From an optimization exercise on the open Yosys and OpenROAD flow, aimed at small area, a short achievable clock period and few clock cycles per item; shortcuts taken in it are not production practice. Function was checked by simulation only, so behaviour that the tests miss may differ from the original. No activity file was given, so power comes from the tool's default toggle rates.

## run A
Design scalar_kalman_filter_unit, start of the top module:
module scalar_kalman_filter_unit (
    input  logic                                 i_clk,
    input  logic                                 i_rst_n,
    input  logic                                 i_in_valid,
    output logic                                 o_in_stall,
    input  logic signed [skf_pkg::VALUE_W-1:0]   i_sample,
    output logic                                 o_out_valid,
    input  logic                                 i_out_stall,
    output logic signed [skf_pkg::VALUE_W-1:0]   o_estimate,
    input  logic                                 i_cfg_we,
    input  logic [skf_pkg::CFG_IDX_W-1:0]        i_cfg_index,
    input  logic [skf_pkg::REG_W-1:0]            i_cfg_data
);
    logic               r_rst_n;
    logic [REG_W-1:0]   r_q, r_r;
    logic               r_q_def, r_r_def;    
    logic [COV_W-1:0]   r_pred, r_den, r_rem, r_cl;
    logic [HI_W-1:0]    r_ch;
  ...
clock: 12.0 ns
lec_check: 0
cap_margin: 20
core_margin: 2
core_utilization: 40
cts_buf_list: sky130_fd_sc_hd__clkbuf_8
slew_margin: 20
standard.sh (not shown) runs the stock make flow with config.mk's settings and CLKGATE_MAP_FILE= SYNTH_SCRIPT=/design/flow/synth_recipe.tcl, a recipe that flattens the netlist after the stock synthesis.
==> flow/flow/run.sh <==
#!/bin/bash
# Standard layout, with timing repair aiming for 7 ns of setup slack.
set -euo pipefail
bash standard.sh SETUP_SLACK_MARGIN=7 finish > flow_make.log 2>&1
Per the final summary, run A finished and its layout is clean on timing, DRC and antenna.
Testbench counts of run A, summed over its fixed seeds: cycles 32,928, items 2,048.
Inputs modified between run A and run B:
==> flow/flow/run.sh <==
#!/bin/bash
# Standard layout, with timing repair aiming for 6 ns of setup slack.
set -euo pipefail
bash standard.sh SETUP_SLACK_MARGIN=6 finish > flow_make.log 2>&1
-- flow/config.mk --
<<< run A, line 9
export CORE_MARGIN = 2
export CORE_UTILIZATION = 40
export CTS_BUF_LIST = sky130_fd_sc_hd__clkbuf_8
export SLEW_MARGIN = 20
>>> run B, line 9
export CORE_MARGIN = 2
export CORE_UTILIZATION = 40
export SLEW_MARGIN = 20
--- outcome ---
Run B | stages: all done | timing, DRC, antenna: all pass
Run A → run B: combinational power share decreased by 1.3 points relative to the old numbers; fraction of the core area covered by cells at the end of the flow shows a reduction of 0.34 points; final routed wire length divided by cell count was more or less identical; clock transition at the registers of the reported paths roughly the same; post-route worst hold slack higher.
Relative to run A, the final cell area reported for run B is lower.
When run B is measured against run A, its clock insertion delay at the later pin of the skew report turns out 0.09 ns lower.
Portion of total power attributed to the clock network in run B is 1.4 points above run A.
[diff] net load switching power, run B relative to run A: improvement
> inputs changed (run B -> run C)
==> flow/flow/run.sh <==
#!/bin/bash
# Standard layout, with timing repair aiming for 7.5 ns of setup slack.
set -euo pipefail
bash standard.sh SETUP_SLACK_MARGIN=7.5 finish > flow_make.log 2>&1
==> notes.md <==
Taking run B as the reference, in run C via count went up by about 3%; final area now sits higher; placed instance count stayed essentially flat; number of fill cells was more or less identical.
Run comparison: run B capture point of the worst path r_eh[16]; run C capture point of the worst path r_eh[17]
Count of cell instances traversed by the critical path | run C above run B
Global-route usage | run C above run B
On non-clock buffer share of cell area: run C sits above run B.
Re worst setup slack: run C is 0.99 ns up on run B.
Diff run C..run B | area occupied by registers | negligible
Inputs modified between run C and run D:
==> flow/flow/run.sh <==
#!/bin/bash
# Standard layout, with timing repair aiming for 7 ns of setup slack.
set -euo pipefail
bash standard.sh SETUP_SLACK_MARGIN=7 finish > flow_make.log 2>&1
--- outcome ---
Going from run C to run D, the area occupied by multi-input gates was found to have gone down by 590 um^2.
Comparing run D with run C, the sequential cell count came out essentially unchanged.
Taking run C as the reference point, the buffer and inverter count on the worst path of run D falls by 3.
Cmp run D vs run C: vias per cell lower in run D
Run D reports its critical path's slowest cell as sky130_fd_sc_hd__or4_1 while run C reports sky130_fd_sc_hd__fa_1.
Delta (run D minus run C): wire length decreased 2.9%, final cell utilization of the core decreased 1.5 points, clock buffer instance count of the final layout increased 8.3%.


scalar_kalman_filter_unit, a different RTL version from the one above (not shown whole).
Size: ~3,400 cells after synthesis, ~390 flip-flops, roughly 0.032 sq mm of cells after synthesis.
clock: 12.0 ns
lec_check: 0
cap_margin: 20
core_margin: 2
core_utilization: 40
cts_buf_list: sky130_fd_sc_hd__clkbuf_8
slew_margin: 20
==> flow/flow/run.sh <==
#!/bin/bash
# Standard layout, with timing repair aiming for 8 ns of setup slack.
set -euo pipefail
bash standard.sh SETUP_SLACK_MARGIN=8 finish > flow_make.log 2>&1
The starting point passed the timing, design-rule and antenna checks.
Testbench counts at the start, summed over its fixed seeds: cycles 32,928, items 2,048.
Edit:
==> flow/flow/run.sh (replaced) <==
#!/bin/bash
# Standard layout, with timing repair aiming for 7.5 ns of setup slack.
set -euo pipefail
bash standard.sh SETUP_SLACK_MARGIN=7.5 finish > flow_make.log 2>&1
--- a/flow/config.mk
+++ b/flow/config.mk
@@ -11,2 +11,3 @@
 export CTS_BUF_LIST = sky130_fd_sc_hd__clkbuf_8
+export PLACE_DENSITY = 0.7
 export SLEW_MARGIN = 20
The changed run completed with no timing, DRC or antenna violations.
Via count drops by 5.4%.
Global-route usage goes down by 2.8 points.
Final area fell by 11%.
Routed wire length shrinks by about 12%.
Sequential cell count is unchanged.
Critical path depth shrinks by 4.
Edit:
--- a/flow/config.mk
+++ b/flow/config.mk
@@ -9,5 +9,4 @@
 export CORE_MARGIN = 2
-export CORE_UTILIZATION = 40
+export CORE_UTILIZATION = 50
 export CTS_BUF_LIST = sky130_fd_sc_hd__clkbuf_8
-export PLACE_DENSITY = 0.7
 export SLEW_MARGIN = 20
Final cell count went down by 3.3%.
Wire length went up by 17%.
Via count went up by 3.1%.
Count of clock-buffer cells in the layout went down by 5.
Sequential share of layout area went down by 0.15 points.
Non-clock buffer count went up by 36.
First-iteration DRC count went down by 12%.


scalar_kalman_filter_unit again, from the RTL that the note above started with.
==> flow/design.v (excerpt) <==
module scalar_kalman_filter_unit (
    input  logic                                 i_clk,
    input  logic                                 i_rst_n,
    input  logic                                 i_in_valid,
    output logic                                 o_in_stall,
    input  logic signed [skf_pkg::VALUE_W-1:0]   i_sample,
    output logic                                 o_out_valid,
    input  logic                                 i_out_stall,
    output logic signed [skf_pkg::VALUE_W-1:0]   o_estimate,
    input  logic                                 i_cfg_we,
    input  logic [skf_pkg::CFG_IDX_W-1:0]        i_cfg_index,
    input  logic [skf_pkg::REG_W-1:0]            i_cfg_data
);
Settings: LEC_CHECK=0, CAP_MARGIN=20, CORE_MARGIN=2, CORE_UTILIZATION=40, CTS_BUF_LIST=sky130_fd_sc_hd__clkbuf_8, GPL_ROUTABILITY_DRIVEN=0, SLEW_MARGIN=20; clock period 12.0 ns.
==> flow/flow/run.sh <==
#!/bin/bash
# Standard layout, with timing repair aiming for 7.5 ns of setup slack.
set -euo pipefail
bash standard.sh SETUP_SLACK_MARGIN=7.5 finish > flow_make.log 2>&1
The baseline finished with timing, DRC and antenna clean.
Testbench counts at the start, summed over its fixed seeds: cycles 32,928, items 2,048.
Edit:
- GPL_ROUTABILITY_DRIVEN: 0 -> default
Result:
- area after synthesis does not change
- combinational power is lower by 5.5%
- total power is lower by 3.4%
- routed wire length is lower by 1.3%
- via count is lower by 0.69%
- final area is lower by 0.31%
- first-iteration DRC count is lower by 2.4%
- non-clock buffer count is lower by 6

static timing again, ports no longer ideal:
The results above use ideal ports. As a check the final layouts listed here were re-extracted and re-timed, cells and wires unchanged. Step 1 assumes that a clkbuf_16 drives the clock port and a buf_2 every other input. Step 2, shift: input delay + t, output delay - t, t = (earliest + latest rising clock arrival at the registers) / 2. This alone moves slack from input paths to output paths. a / b / c = ideal ports / drivers / drivers and shift; a / b = the first two.
| run | t, ns | setup WS [ns] | worst slew at a driven data input, ns |
|---|---|---|---|
| run A | 0.749 | 7.174 / 7.174 / 7.174 | 0.07 |
| run B | 0.665 | 6.464 / 6.464 / 6.464 | 0.08 |
| run C | 0.663 | 7.451 / 7.451 / 7.451 | 0.07 |
| run D | 0.666 | 7.178 / 7.178 / 7.178 | 0.07 |
| the first run of note 2 | 0.738 | 7.654 / 7.654 / 7.654 | 0.05 |
| the second run of note 2 | 0.711 | 7.602 / 7.602 / 7.602 | 0.07 |
| the third run of note 2 | 0.710 | 7.405 / 7.405 / 7.405 | 0.09 |
| the first run of note 3 | 0.715 | 7.509 / 7.509 / 7.509 | 0.07 |
| the second run of note 3 | 0.723 | 7.600 / 7.600 / 7.600 | 0.07 |
After both steps every run listed still meets setup and hold.
